Source: an optimization exercise on an open RTL-to-GDS flow (aim: a short achievable clock period and few clock cycles). Production flows keep margins and buffers that such runs may drop.
Function was checked by simulation only, so behaviour that the tests miss may differ from the original.
Power is estimated from default activity; no workload was simulated.

==> design.v <==
package y86_pkg;
    typedef logic [63:0] word_t;
    typedef logic [3:0]  reg_id_t;
    typedef enum logic [2:0] {
        s_bub = 3'h0,
        s_aok = 3'h1,
        s_hlt = 3'h2,
        s_adr = 3'h3,
        s_ins = 3'h4
    } stat_t;
    typedef struct packed {
        reg_id_t dst_e;
        word_t   val_e;
        reg_id_t dst_m;
        word_t   val_m;
    } reg_write_t;
endpackage
module y86_lo (
    input  logic [31:0] d1,      
    input  logic [31:0] d1_n,    
    input  logic [31:0] d2,      
    input  logic [31:0] d2_n,
    input  logic [31:0] a,       
    input  logic [31:0] aa,
    input  logic [31:0] b,
    input  logic [2:0]  sa,      
    input  logic [4:0]  saa,     
    input  logic [2:0]  sb,      
    input  logic        cin,     
    input  logic [3:0]  sr,      
    output logic [31:0] la,
    output logic [31:0] lb,
    output logic [31:0] lo,      
    output logic        c32,     
    output logic        zlo,     
    output logic        adr_lo,  
    output logic [63:0] sel      
);
    logic [31:0] laa;
    logic [33:0] sumc;
    logic [31:0] zero_ok;
    assign la  = ({32{sa[0]}} & d1) | ({32{sa[1]}} & d2) | ({32{sa[2]}} & a);
    assign laa = ({32{saa[0]}} & d1) | ({32{saa[1]}} & d1_n) |
                 ({32{saa[2]}} & d2) | ({32{saa[3]}} & d2_n) | ({32{saa[4]}} & aa);
    assign lb  = ({32{sb[0]}} & d1) | ({32{sb[1]}} & d2) | ({32{sb[2]}} & b);
    assign sumc = {1'b0, lb, 1'b1} + {1'b0, laa, cin};
    assign c32  = sumc[33];
    assign lo = ({32{sr[0]}} & sumc[32:1]) | ({32{sr[1]}} & (lb & la)) |
                ({32{sr[2]}} & (lb ^ la))  | ({32{sr[3]}} & la);
    assign zero_ok[0] = (lb[0] ^ laa[0]) == cin;
    for (genvar i = 1; i < 32; i++) begin : g_z
        assign zero_ok[i] = (lb[i] ^ laa[i]) == (lb[i-1] | laa[i-1]);
    end
    assign zlo = (sr[1] && (lb & la) == 32'h0) || (sr[2] && lb == la) ||
                 (sr[0] && (&zero_ok));
    logic [8:0]  lo_c;
    logic [31:9] hi_ok;
    always_comb begin
        lo_c[0] = la[0] & lb[0];
        for (int i = 1; i < 9; i++)
            lo_c[i] = (la[i] & lb[i]) | ((la[i] | lb[i]) & lo_c[i-1]);
    end
    assign hi_ok[9] = (la[9] ^ lb[9]) == lo_c[8];
    for (genvar i = 10; i < 32; i++) begin : g_ah
        assign hi_ok[i] = (la[i] ^ lb[i]) == (la[i-1] | lb[i-1]);
    end
    assign adr_lo = !(&hi_ok);
    logic c3;
    assign c3 = (la[2] & lb[2]) | ((la[2] | lb[2]) &
                ((la[1] & lb[1]) | ((la[1] | lb[1]) & (la[0] & lb[0]))));
    always_comb begin
        for (int k = 0; k < 64; k++) begin
            logic [5:0] kk;
            logic       m;
            kk = 6'(k);
            m  = ((la[3] ^ lb[3] ^ kk[0]) == c3);
            for (int j = 1; j < 6; j++) begin
                m = m & ((la[3+j] ^ lb[3+j] ^ kk[j]) ==
                         ((la[2+j] & lb[2+j]) | ((la[2+j] | lb[2+j]) & !kk[j-1])));
            end
            sel[k] = m;
        end
    end
endmodule
module y86_pipeline (
    input  logic                clock,
    input  logic                reset,
    output y86_pkg::word_t      imem_addr,
    input  logic [79:0]         imem_bytes,
    output y86_pkg::reg_write_t reg_write,
    output y86_pkg::stat_t      stat
);
    localparam logic [3:0] RNONE = 4'hf;
    logic [63:0] pc;             
    logic [63:0] rf [15];        
    logic [3:0]  w_dst;          
    logic [14:0] rf_v;           
    logic [63:0] dmem [64];      
    logic        cc_zf;          
    logic        cc_lt;
    logic        l_valid;
    logic        l_op, l_sub, l_and, l_xor;
    logic        l_rr;           
    logic        l_rrc;          
    logic        l_ir, l_mr, l_rm;
    logic        l_jl;           
    logic        l_jh;           
    logic        l_pred;         
    logic [63:0] l_seq;          
    logic [63:0] l_dest;
    logic [63:0] l_alt;          
    logic        l_halt, l_bad;
    logic [3:0]  l_ifun;
    logic [3:0]  l_cj;           
    logic [3:0]  l_cc;           
    logic [3:0]  l_dst;          
    logic [63:0] l_a;            
    logic [63:0] l_aa;           
    logic [63:0] l_b;            
    logic [63:0] l_sd;           
    logic        l_a1, l_a2;     
    logic        l_b1, l_b2;
    logic        l_s1, l_s2;     
    logic [2:0]  l_sa;           
    logic [4:0]  l_saa;
    logic [2:0]  l_sb;
    logic [3:0]  l_sr;
    logic [31:0] l_last;         
    logic [31:0] l_last_n;       
    logic [31:0] l_last_b;       
    logic [31:0] l_last_bn;
    logic        h_valid;
    logic        h_op, h_sub, h_and, h_xor;
    logic        h_rr, h_rrc;
    logic        h_ir, h_mr, h_rm;
    logic        h_jh;
    logic        h_pred;
    logic [63:0] h_seq;
    logic [63:0] h_dest;
    logic [63:0] h_alt;
    logic [3:0]  h_ifun;
    logic [3:0]  h_cj;
    logic [3:0]  h_cc;
    logic [3:0]  h_dst;
    logic [31:0] h_lo;           
    logic [31:0] h_lo_b;         
    logic        h_c32;          
    logic        h_zlo;          
    logic        h_adr_lo;       
    logic [63:0] h_sel;          
    logic [63:0] h_wsel;         
    logic [31:0] h_a, h_aa, h_b; 
    logic [63:0] h_sd;
    logic [2:0]  h_sa;           
    logic [4:0]  h_saa;
    logic [2:0]  h_sb;
    logic [2:0]  h_ss;
    logic [3:0]  h_sr;
    logic [63:0] h_res;          
    logic [63:0] h_res2;         
    logic [63:0] h_res_n;        
    logic [63:0] h_res2_n;
    logic        hp_kz, hp_kl;   
    logic        hp_zf, hp_lt;
    logic [3:0]  o_dst_e;
    logic [63:0] o_val_e;
    logic [3:0]  o_dst_m;
    logic [63:0] o_val_m;
    logic [2:0]  o_stat;
    assign imem_addr       = pc;
    assign reg_write.dst_e = o_dst_e;
    assign reg_write.val_e = o_val_e;
    assign reg_write.dst_m = o_dst_m;
    assign reg_write.val_m = o_val_m;
    assign stat            = y86_pkg::stat_t'(o_stat);
    function automatic logic cond(input logic [3:0] fn, input logic zf, input logic lt);
        case (fn)
            4'd0:    cond = 1'b1;
            4'd1:    cond = lt | zf;
            4'd2:    cond = lt;
            4'd3:    cond = zf;
            4'd4:    cond = !zf;
            4'd5:    cond = !lt;
            4'd6:    cond = !lt && !zf;
            default: cond = 1'b0;
        endcase
    endfunction
    function automatic logic [3:0] cmask(input logic [3:0] fn);
        for (int i = 0; i < 4; i++) cmask[i] = cond(fn, i[1], i[0]);
    endfunction
    function automatic logic cond_known(input logic [3:0] fn, input logic kz,
                                        input logic kl, input logic zf);
        case (fn)
            4'd1, 4'd6: cond_known = (kz && kl) || (kz && zf);
            4'd2, 4'd5: cond_known = kl;
            4'd3, 4'd4: cond_known = kz;
            default:    cond_known = 1'b1;
        endcase
    endfunction
    logic        h_cnd;          
    logic [31:0] ha, haa, hb;
    logic [33:0] h_sumc;
    logic [31:0] h_hi;
    logic [31:0] h_lo_v;
    logic [63:0] h_full;
    logic [31:0] h_zero_ok;
    logic        h_zf, h_lt;
    logic        h_adr;
    logic [63:0] h_ld;
    logic [63:0] h_wval;
    logic [63:0] h_sdv;
    logic        h_mis;          
    assign h_cnd = h_cc[{cc_zf, cc_lt}];
    assign ha  = ({32{h_sa[0]}} & h_res[63:32]) | ({32{h_sa[1]}} & h_res2[63:32]) |
                 ({32{h_sa[2]}} & h_a);
    assign haa = ({32{h_saa[0]}} & h_res[63:32])  | ({32{h_saa[1]}} & h_res_n[63:32]) |
                 ({32{h_saa[2]}} & h_res2[63:32]) | ({32{h_saa[3]}} & h_res2_n[63:32]) |
                 ({32{h_saa[4]}} & h_aa);
    assign hb  = ({32{h_sb[0]}} & h_res[63:32]) | ({32{h_sb[1]}} & h_res2[63:32]) |
                 ({32{h_sb[2]}} & h_b);
    assign h_sumc = {1'b0, hb, 1'b1} + {1'b0, haa, h_c32};
    assign h_hi = ({32{h_sr[0]}} & h_sumc[32:1]) | ({32{h_sr[1]}} & (hb & ha)) |
                  ({32{h_sr[2]}} & (hb ^ ha))    |
                  ({32{h_sr[3] && h_cnd}} & ha)  | ({32{h_sr[3] && !h_cnd}} & hb);
    assign h_lo_v = h_cnd ? h_lo : h_lo_b;
    assign h_full = {h_hi, h_lo_v};
    assign h_zero_ok[0] = (hb[0] ^ haa[0]) == h_c32;
    for (genvar i = 1; i < 32; i++) begin : g_hz
        assign h_zero_ok[i] = (hb[i] ^ haa[i]) == (hb[i-1] | haa[i-1]);
    end
    always_comb begin
        if (h_and) begin
            h_zf = h_zlo && (hb & ha) == 32'h0;
            h_lt = hb[31] & ha[31];
        end else if (h_xor) begin
            h_zf = h_zlo && hb == ha;
            h_lt = hb[31] ^ ha[31];
        end else begin
            h_zf = h_zlo && (&h_zero_ok);
            h_lt = hb[31] ^ haa[31] ^ h_sumc[33];
        end
    end
    assign h_adr = (h_mr || h_rm) && (h_adr_lo || !(&h_zero_ok));
    always_comb begin
        h_ld = 64'h0;
        for (int k = 0; k < 64; k++) begin
            if (h_sel[k]) h_ld = h_ld | dmem[k];
        end
    end
    assign h_wval = h_mr ? h_ld : h_full;
    assign h_sdv  = ({64{h_ss[0]}} & h_res) | ({64{h_ss[1]}} & h_res2) | ({64{h_ss[2]}} & h_sd);
    assign h_mis = h_valid && h_jh && h_cj[{cc_zf, cc_lt}];
    logic        l_1b;           
    logic [31:0] lb;
    logic [31:0] l_lo;
    logic        l_c32;
    logic        l_zlo;
    logic        l_adr_lo;
    logic [63:0] l_sel;
    logic        l_mis;          
    assign l_1b = !h_cnd;
    logic [31:0] la_v [2], lb_v [2], lo_v [2];
    logic [1:0]  c32_v, zlo_v, adr_lo_v;
    logic [63:0] sel_v [2];
    for (genvar v = 0; v < 2; v++) begin : g_lo
        y86_lo u_lo (
            .d1     (v ? l_last_b : l_last),
            .d1_n   (v ? l_last_bn : l_last_n),
            .d2     (h_res[31:0]),
            .d2_n   (h_res_n[31:0]),
            .a      (l_a[31:0]),
            .aa     (l_aa[31:0]),
            .b      (l_b[31:0]),
            .sa     (l_sa),
            .saa    (l_saa),
            .sb     (l_sb),
            .cin    (l_sub),
            .sr     (l_sr),
            .la     (la_v[v]),
            .lb     (lb_v[v]),
            .lo     (lo_v[v]),
            .c32    (c32_v[v]),
            .zlo    (zlo_v[v]),
            .adr_lo (adr_lo_v[v]),
            .sel    (sel_v[v])
        );
    end
    assign lb       = lb_v[l_1b];
    assign l_lo     = lo_v[l_1b];
    assign l_c32    = c32_v[l_1b];
    assign l_zlo    = zlo_v[l_1b];
    assign l_adr_lo = adr_lo_v[l_1b];
    assign l_sel    = sel_v[l_1b];
    assign l_alt = l_pred ? l_seq : l_dest;
    assign h_alt = h_pred ? h_seq : h_dest;
    assign l_mis = l_valid && l_jl && l_cj[{cc_zf, cc_lt}] && !h_mis;
    logic [63:0] p_ok;
    logic        p_zf, p_lt, p_kz, p_kl;
    assign p_ok[0] = (l_b[0] ^ l_aa[0]) == l_sub;
    for (genvar i = 1; i < 64; i++) begin : g_pz
        assign p_ok[i] = (l_b[i] ^ l_aa[i]) == (l_b[i-1] | l_aa[i-1]);
    end
    always_comb begin
        if (l_and)      p_zf = (l_b & l_a) == 64'h0;
        else if (l_xor) p_zf = l_b == l_a;
        else            p_zf = &p_ok;
    end
    assign p_kz = !(l_a1 || l_a2 || l_b1 || l_b2);
    assign p_kl = p_kz && (l_and || l_xor || (l_sub && p_zf));
    assign p_lt = l_and ? (l_b[63] & l_a[63]) : l_xor ? (l_b[63] ^ l_a[63]) : 1'b0;
    logic [3:0]  f_icode;
    logic [3:0]  f_ifun;
    logic [3:0]  f_ra;
    logic [3:0]  f_rb;
    logic        f_halt, f_rr, f_rrc, f_ir, f_rm, f_mr, f_op, f_j, f_bad, f_sub;
    logic        f_and, f_xor;
    logic        f_usea;         
    logic        f_useb;         
    logic        f_opa_r;        
    logic [63:0] f_valc;
    logic [63:0] f_rfa_r;
    logic [63:0] f_rfb_r;
    logic [63:0] f_rfa;
    logic [63:0] f_rfb;
    logic [63:0] f_opa;
    logic [63:0] f_opb;
    logic        f_a1, f_a2, f_b1, f_b2;
    logic        f_sa1, f_sa2, f_sb1, f_sb2;
    logic        f_stall;        
    logic        f_go;           
    assign f_icode = imem_bytes[7:4];
    assign f_ifun  = imem_bytes[3:0];
    assign f_ra    = imem_bytes[15:12];
    assign f_rb    = imem_bytes[11:8];
    assign f_valc  = imem_bytes[79:16];
    assign f_halt = f_icode == 4'h0;
    assign f_rr   = f_icode == 4'h2;
    assign f_rrc  = f_rr && f_ifun != 4'h0;
    assign f_ir   = f_icode == 4'h3;
    assign f_rm   = f_icode == 4'h4;
    assign f_mr   = f_icode == 4'h5;
    assign f_op   = f_icode == 4'h6;
    assign f_j    = f_icode == 4'h7;
    assign f_bad  = f_icode[3];
    assign f_sub  = f_op && f_ifun == 4'h1;
    assign f_and  = f_op && f_ifun == 4'h2;
    assign f_xor  = f_op && f_ifun == 4'h3;
    assign f_opa_r = f_rr || f_op;
    assign f_usea  = f_rr || f_op || f_rm;
    assign f_useb  = f_op || f_rm || f_mr || f_rrc;
    assign f_a1 = f_ra != RNONE && f_ra == l_dst;
    assign f_a2 = f_ra != RNONE && f_ra == h_dst && !f_a1;
    assign f_b1 = f_rb != RNONE && f_rb == l_dst;
    assign f_b2 = f_rb != RNONE && f_rb == h_dst && !f_b1;
    assign f_sa1 = f_opa_r && f_a1;
    assign f_sa2 = f_opa_r && f_a2;
    assign f_sb1 = f_useb && f_b1;
    assign f_sb2 = f_useb && f_b2;
    assign f_stall = l_mr && ((f_usea && f_a1) || (f_useb && f_b1));
    assign f_go    = !f_stall && !l_mis && !h_mis;
    always_comb begin
        f_rfa_r = 64'h0;
        f_rfb_r = 64'h0;
        for (int i = 0; i < 15; i++) begin
            if (f_ra == 4'(i) && rf_v[i]) f_rfa_r = f_rfa_r | rf[i];
            if (f_rb == 4'(i) && rf_v[i]) f_rfb_r = f_rfb_r | rf[i];
        end
    end
    assign f_rfa = (f_ra != RNONE && f_ra == w_dst) ? h_res : f_rfa_r;
    assign f_rfb = (f_rb != RNONE && f_rb == w_dst) ? h_res : f_rfb_r;
    assign f_opa = f_opa_r ? f_rfa : f_valc;
    assign f_opb = f_useb ? f_rfb : 64'h0;
    logic f_kz, f_kl, f_zf, f_lt;
    always_comb begin
        if (l_op) begin
            f_kz = p_kz;  f_kl = p_kl;  f_zf = p_zf;  f_lt = p_lt;
        end else if (h_op) begin
            f_kz = hp_kz; f_kl = hp_kl; f_zf = hp_zf; f_lt = hp_lt;
        end else begin
            f_kz = 1'b1;  f_kl = 1'b1;  f_zf = cc_zf; f_lt = cc_lt;
        end
    end
    logic f_taken;
    logic f_pred;                
    assign f_taken = f_j && cond(f_ifun, f_kz && f_zf, f_kl && f_lt);
    assign f_pred  = f_j && !cond_known(f_ifun, f_kz, f_kl, f_zf);
    logic [63:0] f_seq;
    logic [63:0] f_dest;
    always_comb begin
        if (f_rr || f_op)              f_seq = pc + 64'd2;
        else if (f_ir || f_rm || f_mr) f_seq = pc + 64'd10;
        else if (f_j)                  f_seq = pc + 64'd9;
        else                           f_seq = pc + 64'd1;
    end
    assign f_dest = imem_bytes[71:8];
    always_ff @(posedge clock) begin
        if (reset)          pc <= 64'h0;
        else if (h_mis)     pc <= h_alt;
        else if (l_mis)     pc <= l_alt;
        else if (!f_stall)  pc <= f_taken ? f_dest : f_seq;
    end
    always_ff @(posedge clock) begin
        if (reset || !f_go) begin
            l_valid <= 1'b0;
            l_op    <= 1'b0;
            l_sub   <= 1'b0;
            l_and   <= 1'b0;
            l_xor   <= 1'b0;
            l_rr    <= 1'b0;
            l_rrc   <= 1'b0;
            l_ir    <= 1'b0;
            l_mr    <= 1'b0;
            l_rm    <= 1'b0;
            l_jl    <= 1'b0;
            l_jh    <= 1'b0;
            l_halt  <= 1'b0;
            l_bad   <= 1'b0;
            l_dst   <= RNONE;
            l_a1    <= 1'b0;
            l_a2    <= 1'b0;
            l_b1    <= 1'b0;
            l_b2    <= 1'b0;
            l_s1    <= 1'b0;
            l_s2    <= 1'b0;
        end else begin
            l_valid <= 1'b1;
            l_op    <= f_op;
            l_sub   <= f_sub;
            l_and   <= f_and;
            l_xor   <= f_xor;
            l_rr    <= f_rr;
            l_rrc   <= f_rrc;
            l_ir    <= f_ir;
            l_mr    <= f_mr;
            l_rm    <= f_rm;
            l_jl    <= f_pred && !l_op;
            l_jh    <= f_pred && l_op;
            l_halt  <= f_halt;
            l_bad   <= f_bad;
            l_dst   <= (f_rr || f_ir || f_op) ? f_rb : (f_mr ? f_ra : RNONE);
            l_a1    <= f_sa1;
            l_a2    <= f_sa2;
            l_b1    <= f_sb1;
            l_b2    <= f_sb2;
            l_s1    <= f_rm && f_a1;
            l_s2    <= f_rm && f_a2;
        end
    end
    always_ff @(posedge clock) begin
        l_sa      <= {!(f_sa1 || f_sa2), f_sa2, f_sa1};
        l_saa     <= {!(f_sa1 || f_sa2), f_sa2 && f_sub, f_sa2 && !f_sub,
                      f_sa1 && f_sub, f_sa1 && !f_sub};
        l_sb      <= {!(f_sb1 || f_sb2), f_sb2, f_sb1};
        l_sr      <= {f_rr, f_xor, f_and, !(f_rr || f_and || f_xor)};
        l_ifun    <= f_ifun;
        l_cj      <= cmask(f_ifun) ^ {4{f_taken}};
        l_cc      <= f_rrc ? cmask(f_ifun) : 4'hf;
        l_pred    <= f_taken;
        l_seq     <= f_seq;
        l_dest    <= f_dest;
        l_a       <= f_opa;
        l_aa      <= f_sub ? ~f_opa : f_opa;
        l_b       <= f_opb;
        l_sd      <= f_rfa;
        l_last    <= l_lo;
        l_last_n  <= ~l_lo;
        l_last_b  <= lb;
        l_last_bn <= ~lb;
    end
    always_ff @(posedge clock) begin
        if (reset || !l_valid || h_mis) begin
            h_valid <= 1'b0;
            h_op    <= 1'b0;
            h_sub   <= 1'b0;
            h_and   <= 1'b0;
            h_xor   <= 1'b0;
            h_rr    <= 1'b0;
            h_rrc   <= 1'b0;
            h_ir    <= 1'b0;
            h_mr    <= 1'b0;
            h_rm    <= 1'b0;
            h_jh    <= 1'b0;
            h_dst   <= RNONE;
        end else begin
            h_valid <= 1'b1;
            h_op    <= l_op;
            h_sub   <= l_sub;
            h_and   <= l_and;
            h_xor   <= l_xor;
            h_rr    <= l_rr;
            h_rrc   <= l_rrc;
            h_ir    <= l_ir;
            h_mr    <= l_mr;
            h_rm    <= l_rm;
            h_jh    <= l_jh;
            h_dst   <= l_dst;
        end
    end
    always_ff @(posedge clock) begin
        h_sa     <= {!(l_a1 || l_a2), l_a2, l_a1};
        h_saa    <= {!(l_a1 || l_a2), l_a2 && l_sub, l_a2 && !l_sub,
                     l_a1 && l_sub, l_a1 && !l_sub};
        h_sb     <= {!(l_b1 || l_b2), l_b2, l_b1};
        h_ss     <= {!(l_s1 || l_s2), l_s2, l_s1};
        h_sr     <= l_sr;
        h_ifun   <= l_ifun;
        h_cj     <= l_cj;
        h_cc     <= l_cc;
        h_pred   <= l_pred;
        h_seq    <= l_seq;
        h_dest   <= l_dest;
        h_lo     <= l_lo;
        h_lo_b   <= lb;
        h_c32    <= l_c32;
        h_zlo    <= l_zlo;
        h_adr_lo <= l_adr_lo;
        h_sel    <= l_sel;
        h_wsel   <= (l_valid && l_rm && !h_mis && !reset) ? l_sel : 64'h0;
        h_a      <= l_a[63:32];
        h_aa     <= l_aa[63:32];
        h_b      <= l_b[63:32];
        h_sd     <= l_sd;
        h_res    <= h_wval;
        h_res2   <= h_res;
        h_res_n  <= ~h_wval;
        h_res2_n <= h_res_n;
        hp_kz    <= p_kz;
        hp_kl    <= p_kl;
        hp_zf    <= p_zf;
        hp_lt    <= p_lt;
    end
    always_ff @(posedge clock) begin
        if (reset) begin
            cc_zf <= 1'b1;
            cc_lt <= 1'b0;
        end else if (h_op) begin
            cc_zf <= h_zf;
            cc_lt <= h_lt;
        end
    end
    always_ff @(posedge clock) begin
        if (reset) begin
            w_dst <= RNONE;
            rf_v  <= 15'h0;
        end else begin
            w_dst <= h_dst;
            if (w_dst != RNONE) rf_v[w_dst] <= 1'b1;
        end
    end
    always_ff @(posedge clock) begin
        if (w_dst != RNONE) rf[w_dst] <= h_res;
    end
    always_ff @(posedge clock) begin
        for (int k = 0; k < 64; k++) begin
            if (h_wsel[k]) dmem[k] <= h_sdv;
        end
    end
    always_ff @(posedge clock) begin
        if (reset) begin
            o_stat  <= 3'd1;
            o_dst_e <= RNONE;
            o_dst_m <= RNONE;
        end else if (o_stat != 3'd1) begin
            o_dst_e <= RNONE;
            o_dst_m <= RNONE;
        end else begin
            o_dst_e <= (h_ir || h_op || (h_rr && h_cnd)) ? h_dst : RNONE;
            o_dst_m <= (h_mr && !h_adr) ? h_dst : RNONE;
            if (h_adr)                 o_stat <= 3'd3;
            else if (l_bad && !h_mis)  o_stat <= 3'd4;
            else if (l_halt && !h_mis) o_stat <= 3'd2;
        end
    end
    always_ff @(posedge clock) begin
        o_val_e <= h_full;
        o_val_m <= h_ld;
    end
endmodule
==> flow/run.sh <==
#!/bin/bash
# The standard layout, with slow many-input cells (nor3/nor4/or3/or4 and
# the 311/41/2111 and-or gates) added to the platform's don't-use list, for
# synthesis and for timing repair alike, and more rounds of antenna repair
# after detailed routing.
set -euo pipefail
DU="$(cat flow/dontuse.txt)"
bash standard.sh "DONT_USE_CELLS=$DU" "MAX_REPAIR_ANTENNAS_ITER_DRT=12" finish > standard.log 2>&1
==> flow/dontuse.txt <==
sky130_fd_sc_hd__probe_p_8 sky130_fd_sc_hd__probec_p_8 sky130_fd_sc_hd__lpflow_bleeder_1 sky130_fd_sc_hd__lpflow_clkbufkapwr_1 sky130_fd_sc_hd__lpflow_clkbufkapwr_16 sky130_fd_sc_hd__lpflow_clkbufkapwr_2 sky130_fd_sc_hd__lpflow_clkbufkapwr_4 sky130_fd_sc_hd__lpflow_clkbufkapwr_8 sky130_fd_sc_hd__lpflow_clkinvkapwr_1 sky130_fd_sc_hd__lpflow_clkinvkapwr_16 sky130_fd_sc_hd__lpflow_clkinvkapwr_2 sky130_fd_sc_hd__lpflow_clkinvkapwr_4 sky130_fd_sc_hd__lpflow_clkinvkapwr_8 sky130_fd_sc_hd__lpflow_decapkapwr_12 sky130_fd_sc_hd__lpflow_decapkapwr_3 sky130_fd_sc_hd__lpflow_decapkapwr_4 sky130_fd_sc_hd__lpflow_decapkapwr_6 sky130_fd_sc_hd__lpflow_decapkapwr_8 sky130_fd_sc_hd__lpflow_inputiso0n_1 sky130_fd_sc_hd__lpflow_inputiso0p_1 sky130_fd_sc_hd__lpflow_inputiso1n_1 sky130_fd_sc_hd__lpflow_inputiso1p_1 sky130_fd_sc_hd__lpflow_inputisolatch_1 sky130_fd_sc_hd__lpflow_isobufsrc_1 sky130_fd_sc_hd__lpflow_isobufsrc_16 sky130_fd_sc_hd__lpflow_isobufsrc_2 sky130_fd_sc_hd__lpflow_isobufsrc_4 sky130_fd_sc_hd__lpflow_isobufsrc_8 sky130_fd_sc_hd__lpflow_isobufsrckapwr_16 sky130_fd_sc_hd__lpflow_lsbuf_lh_hl_isowell_tap_1 sky130_fd_sc_hd__lpflow_lsbuf_lh_hl_isowell_tap_2 sky130_fd_sc_hd__lpflow_lsbuf_lh_hl_isowell_tap_4 sky130_fd_sc_hd__lpflow_lsbuf_lh_isowell_4 sky130_fd_sc_hd__lpflow_lsbuf_lh_isowell_tap_1 sky130_fd_sc_hd__lpflow_lsbuf_lh_isowell_tap_2 sky130_fd_sc_hd__lpflow_lsbuf_lh_isowell_tap_4 sky130_fd_sc_hd__fill_1 sky130_fd_sc_hd__fill_2 sky130_fd_sc_hd__fill_4 sky130_fd_sc_hd__fill_8  sky130_fd_sc_hd__a2111o_1 sky130_fd_sc_hd__a2111o_2 sky130_fd_sc_hd__a2111o_4 sky130_fd_sc_hd__a2111oi_0 sky130_fd_sc_hd__a2111oi_1 sky130_fd_sc_hd__a2111oi_2 sky130_fd_sc_hd__a2111oi_4 sky130_fd_sc_hd__a311o_1 sky130_fd_sc_hd__a311o_2 sky130_fd_sc_hd__a311o_4 sky130_fd_sc_hd__a311oi_1 sky130_fd_sc_hd__a311oi_2 sky130_fd_sc_hd__a311oi_4 sky130_fd_sc_hd__a41o_1 sky130_fd_sc_hd__a41o_2 sky130_fd_sc_hd__a41o_4 sky130_fd_sc_hd__a41oi_1 sky130_fd_sc_hd__a41oi_2 sky130_fd_sc_hd__a41oi_4 sky130_fd_sc_hd__nor3_1 sky130_fd_sc_hd__nor3_2 sky130_fd_sc_hd__nor3_4 sky130_fd_sc_hd__nor3b_1 sky130_fd_sc_hd__nor3b_2 sky130_fd_sc_hd__nor3b_4 sky130_fd_sc_hd__nor4_1 sky130_fd_sc_hd__nor4_2 sky130_fd_sc_hd__nor4_4 sky130_fd_sc_hd__nor4b_1 sky130_fd_sc_hd__nor4b_2 sky130_fd_sc_hd__nor4b_4 sky130_fd_sc_hd__nor4bb_1 sky130_fd_sc_hd__nor4bb_2 sky130_fd_sc_hd__nor4bb_4 sky130_fd_sc_hd__o2111a_1 sky130_fd_sc_hd__o2111a_2 sky130_fd_sc_hd__o2111a_4 sky130_fd_sc_hd__o2111ai_1 sky130_fd_sc_hd__o2111ai_2 sky130_fd_sc_hd__o2111ai_4 sky130_fd_sc_hd__o311a_1 sky130_fd_sc_hd__o311a_2 sky130_fd_sc_hd__o311a_4 sky130_fd_sc_hd__o311ai_0 sky130_fd_sc_hd__o311ai_1 sky130_fd_sc_hd__o311ai_2 sky130_fd_sc_hd__o311ai_4 sky130_fd_sc_hd__o41a_1 sky130_fd_sc_hd__o41a_2 sky130_fd_sc_hd__o41a_4 sky130_fd_sc_hd__o41ai_1 sky130_fd_sc_hd__o41ai_2 sky130_fd_sc_hd__o41ai_4 sky130_fd_sc_hd__or3_1 sky130_fd_sc_hd__or3_2 sky130_fd_sc_hd__or3_4 sky130_fd_sc_hd__or3b_1 sky130_fd_sc_hd__or3b_2 sky130_fd_sc_hd__or3b_4 sky130_fd_sc_hd__or4_1 sky130_fd_sc_hd__or4_2 sky130_fd_sc_hd__or4_4 sky130_fd_sc_hd__or4b_1 sky130_fd_sc_hd__or4b_2 sky130_fd_sc_hd__or4b_4 sky130_fd_sc_hd__or4bb_1 sky130_fd_sc_hd__or4bb_2 sky130_fd_sc_hd__or4bb_4 
==> standard.sh <==
#!/bin/bash
# synth_recipe.tcl (not shown) runs the flow's synth.tcl, then flattens the netlist and writes it again
# the make line also repeats each setting of config.mk as NAME=value (left out here)
make -C /OpenROAD-flow-scripts/flow DESIGN_CONFIG=/design/flow/config.mk WORK_HOME=/design/flow/orfs CLKGATE_MAP_FILE= SYNTH_SCRIPT=/design/flow/synth_recipe.tcl "${@:-finish}"
==> config.mk <==
export PLATFORM = sky130hd
export DESIGN_NAME = y86_pipeline
export DESIGN_NICKNAME = y86_pipeline
export VERILOG_FILES = /design/flow/design.v
export SDC_FILE = /design/flow/constraint.sdc
export NUM_CORES = 8
export LEC_CHECK = 0
export CAP_MARGIN = 50
export CORE_MARGIN = 2
export CORE_UTILIZATION = 40
export PLACE_DENSITY = 0.6
export SETUP_SLACK_MARGIN = 5
export SLEW_MARGIN = 50
export TNS_END_PERCENT = 100
==> constraint.sdc <==
create_clock -name core_clock -period 9.0 [get_ports {clock}]
set_input_delay 1.8000 -clock core_clock [delete_from_list [all_inputs] [get_ports {clock}]]
set_output_delay 1.8000 -clock core_clock [all_outputs]
set_load 0.01 [all_outputs]
==> impl_metrics.csv, run 1 <==
group,metric,value,unit
run_status,status,"finished clean",
grt,grt_pass1_wl,1520000,um
cts,clk_path_buf_depth,4,
sta,min_period_over_period,46.1,%
layout,layout_common_cells,"edfxtp_1 (5056), a22oi_1 (2947), dfxtp_1 (1215), nor2_1 (930), nand4_1 (802)",
worst_setup_path,cp-start-kind,"flip-flop",
sta,rsz0062_at_grt,"yes",
power,p_sw,17000,uW
floorplan,fp.dieW,796,um
cts,path_clk_slew,0.07,ns
sta,worst_pin_slew,0.890,ns
floorplan,num_rows,290,
drt,first_iter_violations,37300,
worst_setup_path,crit_required,10.03,ns
worst_setup_path,cpPeakStageDelay,0.42,ns
drt,vias,184000,
place,gp_congestion,0.986,
yosys,syn_nets,17900,
sta,tns,0,ns
grt,grt_usage,35.2,%
cts,cts_tree,"done",
place,placed_cells,25500,
drt,vias_per_cell,6.82,
flow_run,drv_cap,0,
worst_setup_path,crit_fanout,32,
sta,finClkSkew,0.110,ns
sta,maxSlewViolCount,0,
cts,worstSkewPairLatency,1.23,ns
yosys,async_flop_share,0,%
hold_path,hp-class,"flip-flop to flip-flop",
drt,antenna_left,0,
layout,regMostFlops,"dmem",
cts,clock-root-buffer,"clkbuf_16",
grt,grt_antenna_before_repair,89,
power,pwr-share-clk,41.8,%
yosys,avgSynthCellArea,14.5,um2
sta,setup_violations,0,
yosys,yosys_warnings,8,
floorplan,pin_count,285,
layout,final_common_cell,"edfxtp_1",
cts,htreeDepth,6,
yosys,netlist_area,251000,um2
worst_setup_path,crit_arrival,5.18,ns
layout,fin_cells,26900,
floorplan,core,624000,um2
worst_setup_path,critical_path_class,"flip-flop to flip-flop",
yosys,seq_area_frac_synth,72.3,%
layout,reg_top3,"dmem: 4096 flops, rf: 960 flops",
layout,area_growth,16.3,%
worst_setup_path,crit_path_cell_trace,"buf_12 -> a22oi_2 -> nand2_1 -> a221o_1 -> ha_1 -> a21oi_1 -> o21ba_2 -> o21a_1 -> a211oi_4 -> nand4b_1 -> a211o_1 -> o31ai_2 -> mux2i_1 -> o22ai_1",
floorplan,dieArea,633000,um2
layout,largest_reg_flops,4096,
place,numPortBuffers,284,
grt,grt_overflow,0,
worst_setup_path,cpMaxStageDelayCell,"a211o_1",
floorplan,start_util,40.2,%
place,hpwlAfterDp,682000,um
yosys,ys_seq_elements,6524,
yosys,synth.distinct_cells,85,
power,p_leak,0.101,uW
sta,slew_headroom,40.7,%
floorplan,fp.dieH,796,um
yosys,ys.flop_type,"edfxtp_1",
grt,grt_pass1_vias,168000,
layout,fillCellCount,54300,
worst_setup_path,cp-end-kind,"flip-flop",
power,p_int,49900,uW
power,cellPowerDensity,230,nW/um2
power,switching_share,25.4,%
drt,firstDrtPassIters,13,
power,max-vdd-ir-drop,0.000258,V
drt,wl_per_cell,43.0,um
sta,fin_crit,4.15,ns
drt,post-route-drc-count,0,
yosys,synth-edff-count,5056,
power,seqPwrFrac,50.3,%
sta,hold_viol_final,0,
sta,clock.fmax,241,MHz
grt,grt_max_degree,129,
cts,cts.sinks,6524,
yosys,syn_inst,17300,
cts,cts_buffers,668,
power,pwr-share-comb,7.9,%
layout,layout-drive-gt1-share,12.4,%
layout,fin_nets,18500,
drt,routed_wl,1160000,um
[routing by layer]
layer | track usage (%) | routed length (um) | vias up
met5 | 0 | 334 | -
met4 | 23.9 | 100000 | 46
met3 | 12.2 | 180000 | 4370
met2 | 51.8 | 490000 | 17700
met1 | 43.7 | 389000 | 92000
li1 | - | - | 69600
[cells in the mapped netlist (all sizes together) (83+ instances only)]
| library cell | n | area [um2] |
|---|---|---|
| nand4 | 802 | 5020 |
| a22oi | 2956 | 22200 |
| nand2 | 807 | 3040 |
| a221o | 83 | 831 |
| nor2 | 953 | 3580 |
| nand3 | 229 | 1150 |
| clkbuf | 697 | 2620 |
| o21ai | 265 | 1330 |
| inv | 714 | 2680 |
| buf | 361 | 1510 |
| and4 | 111 | 972 |
| dfxtp | 1468 | 29400 |
| xnor2 | 202 | 1770 |
| xor2 | 245 | 2150 |
| and2 | 125 | 782 |
| a222oi | 258 | 2580 |
| ha | 488 | 6110 |
| edfxtp | 5056 | 152000 |
| mux2i | 186 | 1860 |
| a21oi | 392 | 1970 |
[final cells by class]
| cell class | count | area (um2) | share of cell area, % |
|---|---|---|---|
| Antenna cell | 150 | 375 | 0.129 |
| Clock buffer | 878 | 18000 | 6.18 |
| Clock inverter | 357 | 3780 | 1.30 |
| Inverter | 715 | 2700 | 0.926 |
| Multi-Input combinational cell | 9045 | 64100 | 22.0 |
| Sequential cell | 6524 | 182000 | 62.4 |
| Tap cell | 8322 | 10400 | 3.57 |
| Timing Repair Buffer | 958 | 10100 | 3.48 |
[critical path: cells and delay by family (launching register included)]
| family | cells | cell delay (ns) |
|---|---|---|
| compound gates | 9 | 2.32 |
| fa+ha+maj | 1 | 0.39 |
| buf+inv | 1 | 0.18 |
| flops | 1 | 0.33 |
| mux | 1 | 0.34 |
| simple gates | 2 | 0.40 |
[path summary, 6_finish.rpt]
path,startpoint,endpoint,slack [ns],depth (start not counted)
min reg2reg,l_sd[41],h_sd[41],0.32,0
max,l_saa[2],l_last_n[31],4.85,14
min,l_sd[41],h_sd[41],0.32,0
max reg2reg,l_saa[2],l_last_n[31],4.85,14
[what timing repair did]
action / in CTS / in global routing
pin swaps: 40 / 43
endpoints found under the setup margin: 420 / 199
setup buffers: 40 / 29
gates resized for setup: 263 / 138
hold buffers: 0 / 0
cloned: 8 / 2
[stage by stage]
stage	hold slack (ns)	utilization, %	setup slack [ns]	cell area, um2	power, uW
after floorplan	0.310	-	4.98	251000	35900
after global routing	0.326	46.7	4.86	291000	68100
after detailed placement	0.312	42.8	3.15	267000	39200
after CTS	0.317	46.5	4.97	290000	66600
final	0.315	46.7	4.85	292000	66900
after global placement	0.311	42.4	3.23	265000	39100
[cell families (layout without fill, tap and decap cells)]
kind of cell	count (synthesis)	count (layout)	share of synthesized area, %
xor gates and xnor gates	447	447	1.56
adders and majority gates	493	493	2.48
AOI/OAI and AO/OA	4636	4636	13.7
DFF	6524	6524	72.3
buffers and inverters	1773	2908	2.72
and+or+nand+nor	3240	3248	6.38
other	0	150	0
muxes	220	221	0.897
[power by group through the flow]
stage | registers, uW | logic, uW | clock network [uW]
detailed placement | 34300 | 4940 | 0
global route | 33700 | 5330 | 29100
finish | 33700 | 5260 | 28000
floorplan | 34100 | 1860 | 0
CTS | 33600 | 4990 | 27900
global placement | 34300 | 4840 | 0
Testbench counts, summed over its fixed seeds: cycles 41,812.
==> run 2, diff against run 1 <==
==> flow/run.sh (replaced) <==
#!/bin/bash
# The standard layout, with slow many-input cells (nor3/nor4/or3/or4 and
# the 311/41/2111 and-or gates) added to the platform's don't-use list, for
# synthesis and for timing repair alike; timing repair aiming at 5.5 ns of
# setup slack; and more rounds of antenna repair after detailed routing.
set -euo pipefail
DU="$(cat flow/dontuse.txt)"
bash standard.sh "DONT_USE_CELLS=$DU" "SETUP_SLACK_MARGIN=5.5" "MAX_REPAIR_ANTENNAS_ITER_DRT=12" finish > standard.log 2>&1
--- a/config.mk
+++ b/config.mk
@@ -10,5 +10,4 @@
 export CORE_UTILIZATION = 40
 export PLACE_DENSITY = 0.6
-export SETUP_SLACK_MARGIN = 5
 export SLEW_MARGIN = 50
 export TNS_END_PERCENT = 100
==> impl_metrics.csv, run 2 <==
group,metric,value,unit
sta,clock.fmax,258,MHz
grt,grt_max_degree,81,
yosys,synth_area_leaders,"edfxtp_1 (61%), dfxtp_1 (12%), a22oi_1 (8.9%)",
cts,cts_tree,"done",
cts,ctsHoldBuffers,0,
yosys,syn_nets,17900,
drt,routed_wl,1170000,um
cts,cts_buffers,669,
yosys,yosys.area_share.simple,6.38,%
yosys,synth_fa_ha_area_share,2.48,%
grt,grt_usage,35.5,%
layout,reg_top3,"dmem: 4096 flops, rf: 960 flops",
grt,grt_pass1_vias,170000,
yosys,ys_seq_elements,6524,
yosys,syn_inst,17300,
layout,fillCellCount,53800,
sta,worst_pin_slew,0.922,ns
worst_setup_path,crit-reg2reg-launch,"l_saa[2]",
yosys,netlist_area,251000,um2
layout,fin_nets,18800,
drt,firstDrtPassIters,13,
yosys,synthMuxAreaShare,0.897,%
yosys,synth_top_area_share,60.6,%
worst_setup_path,r2r_end,"l_last[31]",
drt,vias_per_cell,6.85,
sta,setup_violations,0,
yosys,synth_xor_area_share,1.56,%
sta,maxSlewViolCount,0,
cts,clk_path_buf_depth,4,
layout,final_common_cell,"edfxtp_1",
layout,area_growth,18.5,%
yosys,yosysTopAreaCell,"edfxtp_1",
yosys,synth.distinct_cells,85,
sta,fin_crit,3.88,ns
yosys,yosysMostFrequentCell,"edfxtp_1",
yosys,seq_area_frac_synth,72.3,%
cts,clock-root-buffer,"clkbuf_16",
drt,first_iter_violations,37400,
worst_setup_path,r2r_slack,5.12,ns
yosys,synth_top_family_by_area,"compound AO/OA/AOI/OAI gates",
sta,hold_viol_final,0,
hold_path,min_from,"l_sd[56]",
layout,regMostFlops,"dmem",
hold_path,hold_end,"h_sd[56]",
drt,antenna_left,0,
drt,post-route-drc-count,0,
layout,largest_reg_flops,4096,
sta,min_period_over_period,43.1,%
drt,vias,186000,
worst_setup_path,crit_arrival,4.87,ns
cts,worstSkewPairLatency,1.18,ns
worst_setup_path,cp-start-kind,"flip-flop",
yosys,yosys_warnings,8,
worst_setup_path,reg2regPathDepth,17,
floorplan,start_util,40.2,%
yosys,synth_commonest_cells,"edfxtp_1 (5056), a22oi_1 (2956), dfxtp_1 (1468)",
layout,layout_common_cells,"edfxtp_1 (5056), a22oi_1 (2931), dfxtp_1 (1135), nor2_1 (906), nand4_1 (802)",
floorplan,core,624000,um2
yosys,synth-edff-count,5056,
hold_path,min_path_cells,0,
worst_setup_path,cp-end-kind,"flip-flop",
cts,cts.sinks,6524,
power,cellPowerDensity,225,nW/um2
layout,layout-drive-gt1-share,16.9,%
floorplan,num_rows,290,
power,p_leak,0.103,uW
flow_run,drv_cap,0,
hold_path,hp-class,"flip-flop to flip-flop",
sta,tns,0,ns
yosys,avgSynthCellArea,14.5,um2
grt,grt_pass1_wl,1530000,um
worst_setup_path,crit_required,9.99,ns
floorplan,fp.dieH,796,um
cts,path_clk_slew,0.07,ns
worst_setup_path,crit_fanout,7,
yosys,ys.flop_type,"edfxtp_1",
cts,htreeDepth,6,
drt,wl_per_cell,43.1,um
floorplan,dieArea,633000,um2
place,numPortBuffers,284,
place,place_area,268000,um2
sta,rsz0062_at_grt,"yes",
power,max-vdd-ir-drop,0.000219,V
grt,grt_overflow,0,
floorplan,pin_count,285,
sta,finClkSkew,0.0942,ns
floorplan,fp.dieW,796,um
grt,grt_antenna_before_repair,114,
yosys,async_flop_share,0,%
place,gp_congestion,1.02,
layout,post-route-cell-area,297000,um2
worst_setup_path,critical_path_class,"flip-flop to flip-flop",
sta,slew_headroom,38.5,%
place,hpwlAfterDp,688000,um
yosys,synth_compound_area_share,13.7,%
run_status,status,"finished clean",
[run 2: cell counts after synthesis]
Identical to the previous run, type by type.
[run 2: how the worst max path moves through the flow]
| stage | startpoint | end | slack [ns] | cells after the start |
|---|---|---|---|---|
| 2_1_floorplan | imem_bytes[5] | pc[53] | 4.99 | 13 |
| 6_report | l_saa[2] | l_last[31] | 5.12 | 17 |
| 3_3_place_gp | imem_bytes[8] | l_and | 3.06 | 14 |
| 4_1_cts | l_saa[2] | l_last_n[31] | 5.16 | 13 |
| 5_1_grt | l_saa[2] | l_last_n[31] | 5.07 | 15 |
| 3_5_place_dp | imem_bytes[10] | l_xor | 3.06 | 14 |
[run 2: cell type report]
type	count	area, um2	share of cell area [%]
tap	8322	10400	3.50
multi-input combinational	9050	66500	22.4
sequential	6524	182000	61.3
inverter	715	2720	0.915
antenna	118	295	0.0994
clock buffer	880	18100	6.11
timing repair buffer	1268	13400	4.49
clock inverter	339	3430	1.15
[run 2: routing by layer]
metal | global-route usage [%] | share of wire (%) | vias up
li1 | - | - | 70200
met1 | 44.0 | 33 | 93100
met2 | 52.7 | 42 | 18400
met3 | 11.8 | 16 | 4644
met4 | 23.7 | 8.8 | 52
met5 | 0.204 | 0.041 | -
[run 2: timing repair]
action                                  in CTS  in global routing
resized for setup                         1613                285
endpoints found under the setup margin     812                340
setup buffers                              228                100
pin swaps                                  178                165
cloned                                      23                  6
[run 2: critical path, cell delays in order, from the launching register on]
cell and delay, ns:
dfxtp_4 0.40, buf_12 0.16, buf_12 0.12, buf_6 0.10, a22oi_2 0.18, nand2_2 0.10, a221o_1 0.35, ha_4 0.25
a211o_1 0.34, nor2_4 0.19, a221oi_4 0.10, buf_6 0.14, o221ai_4 0.29, a21oi_4 0.11, o32ai_4 0.34, o21ai_2 0.14
mux2i_2 0.18, o22a_1 0.22
[run 2: cell families (layout without fill, tap and decap cells)]
logic type      count (synthesis)  in the layout
mux                           220            222
flops                        6524           6524
fa+ha+maj                     493            493
compound gates               4636           4636
simple gates                 3240           3252
buf+inv                      1773           3202
other cells                     0            118
xor+xnor                      447            447
[run 2: where the power goes]
group          internal, uW  switching (uW)  leakage (uW)
clock                 15500           12300        0.0105
combinational          1440            3990        0.0328
sequential            33000             677        0.0601
total                 50000           16900         0.103
[run 2: metrics by stage]
stage                     power (uW)  hold slack, ns  instances  setup WS [ns]  utilization (%)
final                          66900           0.316      27200           5.12             47.6
after global routing           68100           0.305      27200           5.07             47.6
after CTS                      66400           0.288      27000           5.16             47.2
after detailed placement       39200           0.312      25500           3.06             42.9
after global placement         39100           0.310      25400           3.06             42.4
after floorplan                35900           0.310      17300           4.99                -
==> run 3, diff against run 2 <==
--- a/config.mk
+++ b/config.mk
@@ -8,6 +8,6 @@
 export CAP_MARGIN = 50
 export CORE_MARGIN = 2
-export CORE_UTILIZATION = 40
-export PLACE_DENSITY = 0.6
+export CORE_UTILIZATION = 45
+export PLACE_DENSITY = 0.65
 export SLEW_MARGIN = 50
 export TNS_END_PERCENT = 100
==> impl_metrics.csv, run 3 <==
group,metric,value,unit
run_status,status,"finished clean",
cts,cts_tree,"done",
place,hpwlAfterDp,659000,um
hold_path,min_path_cells,0,
place,placed_cells,24600,
layout,regMostFlops,"dmem",
worst_setup_path,cpMaxStageDelayCell,"dfxtp_4",
sta,worst_pin_slew,0.877,ns
power,switching_share,25.4,%
yosys,synth.distinct_cells,85,
yosys,ys_seq_elements,6524,
power,p_sw,16900,uW
sta,finClkSkew,0.136,ns
drt,antenna_left,0,
grt,grt_max_degree,129,
drt,vias_per_cell,7.13,
sta,min_period_over_period,45.4,%
yosys,yosys_warnings,8,
cts,cts.sinks,6524,
grt,grt_overflow,0,
worst_setup_path,crit_path_cell_trace,"buf_6 -> buf_16 -> a22oi_2 -> nand2_2 -> a221o_1 -> ha_2 -> a21oi_4 -> o31ai_4 -> a211oi_4 -> a211oi_4 -> nand4b_1 -> a211o_1 -> o31ai_4 -> mux2i_1 -> o22ai_1",
cts,worstSkewPairLatency,1.22,ns
floorplan,dieArea,563000,um2
sta,clock.fmax,244,MHz
worst_setup_path,cp-end-kind,"flip-flop",
layout,area_growth,18.3,%
drt,routed_wl,1150000,um
power,pwr-share-comb,8.2,%
yosys,ys.flop_type,"edfxtp_1",
grt,grt_pass1_vias,170000,
yosys,synth-edff-count,5056,
place,place_area,267000,um2
grt,grt_antenna_before_repair,101,
worst_setup_path,cpPeakStageDelay,0.40,ns
layout,post-route-cell-area,297000,um2
power,pwr-share-clk,41.4,%
layout,layout_common_cells,"edfxtp_1 (5056), a22oi_1 (2927), dfxtp_1 (1196), nor2_1 (901), nand4_1 (802)",
worst_setup_path,cp-start-kind,"flip-flop",
yosys,syn_inst,17300,
worst_setup_path,r2r_slack,4.91,ns
worst_setup_path,crit_fanout,6,
worst_setup_path,r2r_end,"l_last_n[31]",
floorplan,fp.dieW,750,um
power,p_leak,0.104,uW
floorplan,fp.dieH,750,um
sta,worst_slack,4.91,ns
drt,first_iter_violations,40900,
yosys,netlist_area,251000,um2
worst_setup_path,crit-reg2reg-launch,"l_saa[2]",
sta,hold_viol_final,0,
yosys,synth_commonest_cells,"edfxtp_1 (5056), a22oi_1 (2956), dfxtp_1 (1468)",
yosys,yosysTopAreaCell,"edfxtp_1",
hold_path,hold_end,"h_sd[59]",
sta,maxSlewViolCount,0,
yosys,synth_area_leaders,"edfxtp_1 (61%), dfxtp_1 (12%), a22oi_1 (8.9%)",
power,seqPwrFrac,50.4,%
power,cellPowerDensity,225,nW/um2
sta,hold_ws,0.263,ns
power,max-vdd-ir-drop,0.000232,V
yosys,synth_top_area_share,60.6,%
cts,clk_path_buf_depth,4,
hold_path,hp-class,"flip-flop to flip-flop",
grt,grt_usage,39.1,%
layout,final_common_cell,"edfxtp_1",
drt,post-route-drc-count,0,
cts,cts_buffers,653,
flow_run,drv_cap,0,
yosys,syn_nets,17900,
layout,largest_reg_flops,4096,
hold_path,min_from,"l_sd[59]",
cts,ctsHoldBuffers,0,
power,p_int,49700,uW
place,gp_congestion,1.03,
layout,fillCellCount,45100,
grt,grt_pass1_wl,1500000,um
sta,setup_violations,0,
worst_setup_path,reg2regPathDepth,15,
place,pre_cts_slack,2.95,ns
drt,wl_per_cell,43.4,um
floorplan,pin_count,285,
yosys,seq_area_frac_synth,72.3,%
drt,firstDrtPassIters,10,
cts,path_clk_slew,0.06,ns
layout,reg_top3,"dmem: 4096 flops, rf: 960 flops",
floorplan,num_rows,274,
sta,tns,0,ns
place,numPortBuffers,284,
cts,htreeDepth,6,
worst_setup_path,crit_required,10.04,ns
yosys,async_flop_share,0,%
worst_setup_path,crit_arrival,5.13,ns
layout,layout-drive-gt1-share,16.8,%
sta,fin_crit,4.09,ns
floorplan,core,556000,um2
yosys,yosysMostFrequentCell,"edfxtp_1",
cts,clock-root-buffer,"clkbuf_16",
worst_setup_path,critical_path_class,"flip-flop to flip-flop",
drt,vias,188000,
sta,rsz0062_at_grt,"yes",
layout,fin_nets,18800,
sta,slew_headroom,41.5,%
yosys,avgSynthCellArea,14.5,um2
floorplan,start_util,45.1,%
layout,fin_cells,26400,
## run 3: changes by cell type in the layout (fill, tap and decap cells not counted), moves of 13 or more
cell | before | now
dfxtp_1 | 1135 | 1196
dfxtp_2 | 106 | 50
diode_2 | 118 | 152
buf_12 | 160 | 188
clkbuf_1 | 166 | 143
clkinv_16 | 9 | 29
clkbuf_16 | 686 | 668
clkinv_1 | 103 | 121
ha_1 | 410 | 426
buf_6 | 211 | 226
clkbuf_8 | 33 | 46
clkinv_8 | 22 | 9
## run 3: repair_timing
item | in CTS | in global routing
pin swaps | 213 | 145
gates cloned | 30 | 8
setup endpoints to repair | 843 | 358
buffers inserted | 280 | 73
hold endpoints to repair | 0 | 0
resized for setup | 1658 | 306
## run 3: layer usage
layer / part of all wire [%] / GRT usage [%] / wire length, um / vias up
met1: 32 / 48.1 / 364000 / 92500
met4: 9.3 / 27.4 / 107000 / 72
li1: - / - / - / 70300
met5: 0.055 / 0.671 / 634 / -
met2: 41 / 56.5 / 473000 / 20100
met3: 17 / 14.9 / 200000 / 5176
## run 3: cell type report
class / instances / area, um2 / area share [%]
flip-flops and latches: 6524 / 182000 / 61.4
clock inverters: 357 / 3760 / 1.27
multi-input cells: 9054 / 66700 / 22.5
repair buffers: 1289 / 13800 / 4.65
diodes: 152 / 380 / 0.128
inverters: 715 / 2730 / 0.921
well taps: 7452 / 9320 / 3.14
clock buffers: 853 / 17800 / 5.99
## run 3: through the flow
stage               util (%)  total power (uW)
finish                  53.3             66600
global route            53.3             67700
CTS                     52.8             66000
detailed placement      47.9             39100
global placement        47.4             39000
floorplan                  -             35900
## run 3: worst max path at each step
stage / depth (start not counted) / endpoint / startpoint / slack (ns)
global placement: 10 / pc[8] / imem_bytes[7] / 2.38
CTS: 14 / l_last_n[31] / l_saa[2] / 4.96
global route: 14 / l_last_n[31] / l_saa[2] / 4.95
floorplan: 13 / pc[53] / imem_bytes[5] / 4.99
finish: 15 / l_last_n[31] / l_saa[2] / 4.91
detailed placement: 12 / l_jh / imem_bytes[8] / 2.95
## run 3: power by group through the flow
stage / clock network [uW] / registers [uW] / logic, uW
after floorplan: 0 / 34100 / 1870
after global placement: 0 / 34200 / 4770
after detailed placement: 0 / 34200 / 4890
after CTS: 27400 / 33500 / 4990
after global routing: 28600 / 33600 / 5460
final: 27600 / 33600 / 5450
## run 3: cells by family (layout without fill, tap and decap cells)
kind of cell | count (synthesis) | after routing | share of synthesized area [%]
adders and majority gates | 493 | 493 | 2.48
and+or+nand+nor | 3240 | 3254 | 6.38
DFF | 6524 | 6524 | 72.3
buffers and inverters | 1773 | 3214 | 2.72
muxes | 220 | 222 | 0.897
other | 0 | 152 | 0
AOI/OAI and AO/OA | 4636 | 4638 | 13.7
xor gates and xnor gates | 447 | 447 | 1.56
## run 3: worst max-delay path, delay by kind of cell, from the launching register on
family / cells / cell delay, ns
AO/OA/AOI/OAI: 9 / 2.17
AND/OR/NAND/NOR: 2 / 0.47
flip-flops: 1 / 0.40
multiplexers: 1 / 0.29
adder cells (fa/ha/maj): 1 / 0.35
buffers and inverters: 2 / 0.28
==> run 4, diff against run 3 <==
--- a/config.mk
+++ b/config.mk
@@ -8,6 +8,6 @@
 export CAP_MARGIN = 50
 export CORE_MARGIN = 2
-export CORE_UTILIZATION = 45
-export PLACE_DENSITY = 0.65
+export CORE_UTILIZATION = 35
+export PLACE_DENSITY = 0.55
 export SLEW_MARGIN = 50
 export TNS_END_PERCENT = 100
==> impl_metrics.csv, run 4 <==
group,metric,value,unit
run_status,status,"finished clean",
layout,fillCellCount,64700,
drt,firstDrtPassIters,14,
worst_setup_path,critPathBufInv,7,
layout,layout_common_cells,"edfxtp_1 (5056), a22oi_1 (2931), dfxtp_1 (1167), nor2_1 (884), nand4_1 (802)",
floorplan,dieArea,723000,um2
grt,grt_antenna_before_repair,99,
power,max-vdd-ir-drop,0.000236,V
drt,first_iter_violations,35800,
layout,fin_cells,28500,
yosys,synth_area_leaders,"edfxtp_1 (61%), dfxtp_1 (12%), a22oi_1 (8.9%)",
grt,grt_pass1_vias,168000,
yosys,netlist_area,251000,um2
cts,cts.sinks,6524,
cts,clk_path_buf_depth,4,
sta,setup_violations,0,
worst_setup_path,cp_top_family,"compound AO/OA/AOI/OAI gates",
cts,cts_tree,"done",
sta,worst_pin_slew,0.922,ns
power,p_leak,0.104,uW
cts,cts_buffers,682,
grt,grt_overflow,0,
sta,tns,0,ns
layout,regMostFlops,"dmem",
layout,reg_top3,"dmem: 4096 flops, rf: 960 flops",
yosys,yosysTopAreaCell,"edfxtp_1",
worst_setup_path,cpMaxStageDelayCell,"a22oi_2",
layout,final_common_cell,"edfxtp_1",
worst_setup_path,cpPeakStageDelay,0.39,ns
sta,clock.fmax,239,MHz
worst_setup_path,crit_path_cell_trace,"buf_12 -> buf_4 -> a22oi_2 -> nand2_1 -> buf_4 -> buf_4 -> buf_4 -> a221o_1 -> ha_4 -> inv_1 -> a31oi_2 -> o21bai_1 -> o211ai_2 -> buf_4 -> a221o_1 -> o21ai_2 -> mux2i_2 -> a21oi_2 -> or2_1",
yosys,synth_commonest_cells,"edfxtp_1 (5056), a22oi_1 (2956), dfxtp_1 (1468)",
yosys,synth.distinct_cells,85,
yosys,synth_top_area_share,60.6,%
place,hpwlAfterDp,709000,um
yosys,ys.flop_type,"edfxtp_1",
yosys,syn_nets,17900,
floorplan,num_rows,310,
cts,htreeDepth,6,
yosys,ys_seq_elements,6524,
layout,largest_reg_flops,4096,
grt,grt_max_degree,129,
layout,area_growth,19.9,%
hold_path,hp-class,"flip-flop to flip-flop",
place,placed_cells,26700,
yosys,avgSynthCellArea,14.5,um2
sta,rsz0062_at_grt,"yes",
yosys,yosysMostFrequentCell,"edfxtp_1",
drt,wl_per_cell,42.2,um
floorplan,fp.dieW,850,um
grt,grt_pass1_wl,1560000,um
yosys,synth-edff-count,5056,
drt,routed_wl,1200000,um
sta,fin_crit,4.18,ns
drt,vias,186000,
floorplan,core,713000,um2
place,numPortBuffers,284,
worst_setup_path,cp_common_cell,"buf_4",
sta,maxSlewViolCount,0,
flow_run,drv_cap,0,
yosys,seq_area_frac_synth,72.3,%
worst_setup_path,critical_path_class,"flip-flop to flip-flop",
layout,layout-drive-gt1-share,17.6,%
sta,slew_headroom,38.5,%
floorplan,fp.dieH,850,um
yosys,syn_inst,17300,
drt,antenna_left,0,
worst_setup_path,cp-end-kind,"flip-flop",
cts,worstSkewPairLatency,1.21,ns
sta,hold_viol_final,0,
place,gp_congestion,0.975,
sta,finClkSkew,0.149,ns
drt,post-route-drc-count,0,
worst_setup_path,cp-start-kind,"flip-flop",
drt,vias_per_cell,6.51,
power,cellPowerDensity,226,nW/um2
worst_setup_path,crit_arrival,5.18,ns
worst_setup_path,crit_required,10.00,ns
grt,grt_usage,31.6,%
floorplan,start_util,35.2,%
sta,min_period_over_period,46.5,%
yosys,async_flop_share,0,%
cts,path_clk_slew,0.06,ns
floorplan,pin_count,285,
yosys,yosys_warnings,8,
cts,clock-root-buffer,"clkbuf_16",
worst_setup_path,crit_fanout,7,
layout,fin_nets,18900,
[run 4: final timing paths]
check                               from      endpoint  slack (ns)  depth (start not counted)
worst max-delay path             l_sa[2]  l_last_n[28]        4.82                         19
worst max register to register   l_sa[2]  l_last_n[28]        4.82                         19
worst min register to register  l_sd[56]      h_sd[56]        0.30                          0
worst min-delay path            l_sd[56]      h_sd[56]        0.30                          0
[run 4: worst register-to-register path, cell delays in order, from the launching register on]
cell and delay [ns]:
dfxtp_4 0.36, buf_12 0.15, buf_4 0.15, a22oi_2 0.39, nand2_1 0.16, buf_4 0.16
buf_4 0.12, buf_4 0.12, a221o_1 0.32, ha_4 0.27, inv_1 0.13, a31oi_2 0.07
o21bai_1 0.23, o211ai_2 0.14, buf_4 0.16, a221o_1 0.36, o21ai_2 0.18, mux2i_2 0.26
a21oi_2 0.11, or2_1 0.23
[run 4: timing repair]
item,CTS,global route
setup buffers,229,126
setup endpoints to repair,853,381
pin swaps,159,181
resized for setup,1625,411
gates cloned,26,14
hold buffers,0,0
[run 4: through the flow]
stage	setup WS [ns]	instance area [um2]	util, %	hold WS, ns	total power [uW]
after floorplan	4.99	251000	-	0.310	35900
after global placement	2.83	267000	37.4	0.314	39400
after detailed placement	2.95	269000	37.8	0.313	39500
after CTS	4.83	297000	41.6	0.311	67600
after global routing	4.80	300000	42.1	0.322	69400
final	4.82	301000	42.1	0.303	68000
[run 4: layer usage]
layer / wire length (um) / global-route usage (%) / up-vias / share of wire [%]
met2: 519000 / 47.5 / 16800 / 43
met3: 172000 / 9.58 / 3788 / 14
met4: 93000 / 19.0 / 48 / 7.7
li1: - / - / 70400 / -
met1: 419000 / 40.3 / 94700 / 35
met5: 324 / 0 / - / 0.027
[run 4: where the power goes]
group	switching [uW]	internal (uW)	total [uW]
combinational	4250	1480	5740
sequential	619	33000	33600
clock	12600	16100	28700
total	17400	50600	68000
[run 4: cell families (layout without fill, tap and decap cells)]
group | Yosys count | in the layout | share of synthesized area [%]
compound gates | 4636 | 4637 | 13.7
xor+xnor | 447 | 447 | 1.56
fa+ha+maj | 493 | 493 | 2.48
buf+inv | 1773 | 3281 | 2.72
flops | 6524 | 6524 | 72.3
mux | 220 | 222 | 0.897
other cells | 0 | 155 | 0
simple gates | 3240 | 3252 | 6.38
[run 4: area by class of cell]
cell class / instances / area [um2] / share of cell area (%)
Antenna cell: 155 / 388 / 0.129
Clock buffer: 920 / 18800 / 6.24
Clock inverter: 332 / 3710 / 1.23
Inverter: 715 / 2730 / 0.908
Multi-Input combinational cell: 9051 / 67100 / 22.3
Sequential cell: 6524 / 182000 / 60.6
Tap cell: 9516 / 11900 / 3.96
Timing Repair Buffer: 1314 / 13900 / 4.62

[separate check: timing with driven ports]
Ports are ideal in the flow. The routed layouts listed here were re-timed in OpenROAD.
Step 1: set_driving_cell puts a clkbuf_16 on clock and a buf_2 on each other input, an assumption about the parent block.
Step 2, shift: input delay + t, output delay - t, t = (earliest + latest rising clock arrival at the registers) / 2. This alone moves slack from input paths to output paths.
a / b / c = ideal ports / drivers / drivers and shift; a / b = the first two.
run	t (ns)	setup slack, ns	clock arrival spread, ns	slew at the worst register clock pin (ns)
run 1	1.301	4.851 / 4.851 / 3.699	0.124 / 0.124	0.07 / 0.07
run 2	1.255	5.121 / 5.121 / 4.220	0.104 / 0.104	0.07 / 0.07
run 3	1.285	4.910 / 4.910 / 4.164	0.137 / 0.136	0.07 / 0.07
run 4	1.284	4.819 / 4.819 / 4.195	0.172 / 0.171	0.08 / 0.08
After both steps every run listed still meets setup and hold. For run 1, which loses most, drivers alone change the setup slack by 0.000 ns; drivers and shift together by -1.152 ns.
